Source: an optimization exercise on an open RTL-to-GDS flow (aim: small area). Production flows keep margins and buffers that such runs may drop. Only simulation tests tie the RTL to the original design; equivalence was not proved.

==> nickel <==
## rx_adc_conditioner
module rx_adc_conditioner
#(
    parameter int ADDR_DC_OFFSET_CL_EN = DEF_ADDR_DC_OFFSET_CL_EN,
    parameter int ADDR_ADC_OFFSET_0    = DEF_ADDR_ADC_OFFSET_0,
    parameter int ADDR_ADC_OFFSET_1    = DEF_ADDR_ADC_OFFSET_1,
    parameter int ADDR_ADC_OFFSET_2    = DEF_ADDR_ADC_OFFSET_2,
    parameter int ADDR_ADC_OFFSET_3    = DEF_ADDR_ADC_OFFSET_3,
    parameter int ADDR_RX_MUX          = DEF_ADDR_RX_MUX
) (
    input  logic              clock,
    input  logic              reset,
    input  logic              enable,
    input  logic [ADDR_W-1:0] serial_addr,
    input  logic [DATA_W-1:0] serial_data,
    input  logic              serial_strobe,
    input  logic [ADC_W-1:0]  rx_a_a,
    input  logic [ADC_W-1:0]  rx_b_a,
    input  logic [ADC_W-1:0]  rx_a_b,
    input  logic [ADC_W-1:0]  rx_b_b,
    output logic [31:0]       rssi_0,
    output logic [31:0]       rssi_1,
    output logic [31:0]       rssi_2,
    output logic [31:0]       rssi_3,
    output logic [SMP_W-1:0]  ddc0_in_i,
    output logic [SMP_W-1:0]  ddc0_in_q,
    output logic [SMP_W-1:0]  ddc1_in_i,
    output logic [SMP_W-1:0]  ddc1_in_q,
    output logic [SMP_W-1:0]  ddc2_in_i,
    output logic [SMP_W-1:0]  ddc2_in_q,
    output logic [SMP_W-1:0]  ddc3_in_i,
    output logic [SMP_W-1:0]  ddc3_in_q,
    output logic [3:0]        rx_numchan
);
clock: 5.5 ns
lec_check: 0
abc_area: 1
cap_margin: 20
core_margin: 2
core_utilization: 45
cts_buf_list: sky130_fd_sc_hd__clkbuf_8
cts_cluster_diameter: 45
cts_cluster_size: 16
slew_margin: 20
run.sh (not shown) runs the stock make flow with config.mk's settings and CLKGATE_MAP_FILE= SYNTH_SCRIPT=/design/flow/synth_recipe.tcl, a recipe that flattens the netlist after the stock synthesis.
==> lagoon: changes against nickel <==
==> flow/flow/run.sh (new file) <==
#!/bin/bash
# The standard layout, with every port buffered by the smallest buffer
# cell (sky130_fd_sc_hd__buf_1) instead of the one buffer_ports picks.
set -euo pipefail
export BUFFER_PORTS_ARGS="-buffer_cell sky130_fd_sc_hd__buf_1"
bash standard.sh > standard.log 2>&1
==> flow/standard.sh (new file) <==
#!/bin/bash
# synth_recipe.tcl (not shown) runs the flow's synth.tcl, then flattens the netlist and writes it again
# the make line also repeats each setting of config.mk as NAME=value (left out here)
make -C /OpenROAD-flow-scripts/flow DESIGN_CONFIG=/design/flow/config.mk WORK_HOME=/design/flow/orfs CLKGATE_MAP_FILE= SYNTH_SCRIPT=/design/flow/synth_recipe.tcl "${@:-finish}"
- CTS_BUF_LIST: sky130_fd_sc_hd__clkbuf_8 -> sky130_fd_sc_hd__clkbuf_16
- CTS_CLUSTER_DIAMETER: 45 -> 50
- CTS_CLUSTER_SIZE: 16 -> 40
removed: flow/run.sh
==> zinc: changes against nickel <==
--- a/flow/design.v
+++ b/flow/design.v
@@ -72,24 +72,22 @@
     assign l1 = {1'b0, ~hm[2:0]} + {2'b00, e0} - 4'd1;
     logic [3:0]  lsel;
     assign lsel = rnd ? l1 : l0;
     logic        t16;
     logic [12:0] corr_hi;
-    rx_add #(.W(13)) u_a1 (.a(x[15:3]), .b(~hm[15:3]), .cin(lsel[3]), .s(corr_hi), .cout(t16));
+    rx_rca #(.W(13)) u_a1 (.a(x[15:3]), .b(~hm[15:3]), .cin(lsel[3]), .s(corr_hi), .cout(t16));
     assign corr = {corr_hi, lsel[2:0]};
     logic [15:0] cg, lo_n;
     logic        k16;
     assign cg = corr & {16{en}};
-    rx_add #(.W(16)) u_a2 (.a(lo), .b(cg), .cin(1'b0), .s(lo_n), .cout(k16));
-    logic [16:0] ci, bi;
+    rx_rca #(.W(16)) u_a2 (.a(lo), .b(cg), .cin(1'b0), .s(lo_n), .cout(k16));
+    logic [16:0] m;
     logic [15:0] hm_n;
-    assign ci[0] = 1'b1;
-    assign bi[0] = 1'b1;
+    assign m[0] = up | dn;
     for (genvar i = 0; i < 16; i++) begin : g_id
-        assign ci[i+1] = &hm[i:0];
-        assign bi[i+1] = ~|hm[i:0];
-        assign hm_n[i] = hm[i] ^ ((up & ci[i]) | (dn & bi[i]));
+        assign m[i+1] = m[i] & (hm[i] ^ dn);
+        assign hm_n[i] = hm[i] ^ m[i];
     end
     logic up_n, dn_n, hs_n;
     assign up_n = k16 & ~cg[15];
     assign dn_n = cg[15] & ~k16;
     logic hs_p, hs_z, hs_m;
@@ -113,36 +111,10 @@
             dn <= dn_n;
             hs <= hs_n;
         end
     end
 endmodule
-module rx_add
-#(
-    parameter int W = 16
-) (
-    input  logic [W-1:0] a,
-    input  logic [W-1:0] b,
-    input  logic         cin,
-    output logic [W-1:0] s,
-    output logic         cout
-);
-    logic [W-1:0] p, g;
-    logic [W:0]   c;
-    assign p = a ^ b;
-    assign g = a & b;
-    assign c[0] = cin;
-    for (genvar i = 0; i < W; i += 2) begin : g_c
-        if (i + 1 < W) begin : g_two
-            assign c[i+1] = g[i] | (p[i] & c[i]);
-            assign c[i+2] = g[i+1] | (p[i+1] & g[i]) | (p[i+1] & p[i] & c[i]);
-        end else begin : g_one
-            assign c[i+1] = g[i] | (p[i] & c[i]);
-        end
-    end
-    assign s = p ^ c[W-1:0];
-    assign cout = c[W];
-endmodule
 module rx_rca
 #(
     parameter int W = 16
 ) (
     input  logic [W-1:0] a,
@@ -340,18 +312,14 @@
         assign sel = mux_q[MUX_DDC_LSB - MQ_LSB + MUX_DDC_W*d +: MUX_DDC_W];
         for (genvar k = 0; k < NCH; k++) begin : g_k
             assign oh_i[k] = !out_zero && (sel[1:0] == k);
             assign oh_q[k] = !out_zero && !mux_q[0] && (sel[3:2] == k);
         end
-        always_comb begin
-            ddc_i[d] = '0;
-            ddc_q[d] = '0;
-            for (int k = 0; k < NCH; k++) begin
-                ddc_i[d] = ddc_i[d] | (corr_q[k] & {SMP_W{oh_i[k]}});
-                ddc_q[d] = ddc_q[d] | (corr_q[k] & {SMP_W{oh_q[k]}});
-            end
-        end
+        assign ddc_i[d] = (corr_q[0] & {SMP_W{oh_i[0]}}) | (corr_q[1] & {SMP_W{oh_i[1]}})
+                        | (corr_q[2] & {SMP_W{oh_i[2]}}) | (corr_q[3] & {SMP_W{oh_i[3]}});
+        assign ddc_q[d] = (corr_q[0] & {SMP_W{oh_q[0]}}) | (corr_q[1] & {SMP_W{oh_q[1]}})
+                        | (corr_q[2] & {SMP_W{oh_q[2]}}) | (corr_q[3] & {SMP_W{oh_q[3]}});
     end
     assign ddc0_in_i = ddc_i[0];
     assign ddc0_in_q = ddc_q[0];
     assign ddc1_in_i = ddc_i[1];
     assign ddc1_in_q = ddc_q[1];
==> flow/flow/run.sh (new file) <==
#!/bin/bash
# The standard layout (standard.sh) with these changes:
#  1. Synthesis runs the standard flow's own script, synth_recipe.tcl, except that Yosys's
#     extract_fa is skipped and the final ABC mapping uses flow/area.abc
#     (area mapping under a 3.4 ns delay target) instead of ORFS's script.
#     Registers, their names and cell types are those of the standard synthesis.
#  2. Every port is buffered with the smallest buffer, sky130_fd_sc_hd__buf_1.
set -euo pipefail
W=$PWD
cat > "$W/own_synth.tcl" <<EOS
yosys -import
proc extract_fa {args} { puts "extract_fa skipped: ABC maps the adders" }
proc abc {args} {
  set i [lsearch -exact \$args -script]
  if { \$i >= 0 } {
    set args [lreplace \$args [expr {\$i + 1}] [expr {\$i + 1}] $W/flow/area.abc]
  }
  puts "abc \$args"
  yosys abc {*}\$args
}
source $W/synth_recipe.tcl
EOS
sed "s#SYNTH_SCRIPT=[^ ]*#SYNTH_SCRIPT=$W/own_synth.tcl#" standard.sh > own_standard.sh
grep -q "SYNTH_SCRIPT=$W/own_synth.tcl" own_standard.sh
export BUFFER_PORTS_ARGS="-buffer_cell sky130_fd_sc_hd__buf_1"
export CTS_ARGS="-sink_clustering_enable -repair_clock_nets -sink_clustering_size 30 -sink_clustering_max_diameter 60 -buf_list sky130_fd_sc_hd__clkbuf_16 -dont_use_dummy_load"
bash own_standard.sh > flow.log 2>&1
==> flow/flow/area.abc (new file) <==
strash
dc2
dch
map -D 3400
strash
dc2
dch
map -D 3400
buffer
upsize -D 3400
dnsize -D 3400
stime -p
==> flow/standard.sh (new file) <==
#!/bin/bash
# synth_recipe.tcl (not shown) runs the flow's synth.tcl, then flattens the netlist and writes it again
# the make line also repeats each setting of config.mk as NAME=value (left out here)
make -C /OpenROAD-flow-scripts/flow DESIGN_CONFIG=/design/flow/config.mk WORK_HOME=/design/flow/orfs CLKGATE_MAP_FILE= SYNTH_SCRIPT=/design/flow/synth_recipe.tcl "${@:-finish}"
- CORE_UTILIZATION: 45 -> 55
- CTS_BUF_LIST: sky130_fd_sc_hd__clkbuf_8 -> sky130_fd_sc_hd__clkbuf_16
- CTS_CLUSTER_DIAMETER: 45 -> 60
- CTS_CLUSTER_SIZE: 16 -> 30
removed: flow/run.sh
==> comparison <==
- Against zinc, the synthesized area of nickel is higher by about 7%.
- The highest clock-buffer cell count belongs to nickel, the lowest to zinc.
- Between lagoon and zinc, the lower fmax is in lagoon (gap about 3%, measured against zinc).
- Die area: lagoon is higher than zinc (about 30%).

afterwards: timing with drivers on the ports:
The results above use ideal ports. As a check the final layouts listed here were re-extracted and re-timed, cells and wires unchanged.
Step 1 sets driving cells, clkbuf_16 on the clock port and buf_2 on the other inputs (assumed; they add their load-dependent delay and slew).
Step 2 moves the port delays by t, midway between the first and last clock arrival at a register: inputs arrive t later, outputs are due t later. That takes back most of the time a late clock gives input paths.
Slacks: no drivers / after step 1 / after step 2; pairs: no drivers / after step 1.
run	t, ns	setup WS [ns]	hold WS [ns]	slew at the worst register clock pin (ns)
nickel	0.715	0.399 / 0.339 / 0.401	0.465 / 0.465 / 0.465	0.10 / 0.10
lagoon	0.679	0.418 / 0.418 / 0.418	0.452 / 0.452 / 0.452	0.07 / 0.07
zinc	0.613	0.566 / 0.566 / 0.566	0.441 / 0.441 / 0.441	0.09 / 0.09
After both steps setup and hold are still met in every run listed.
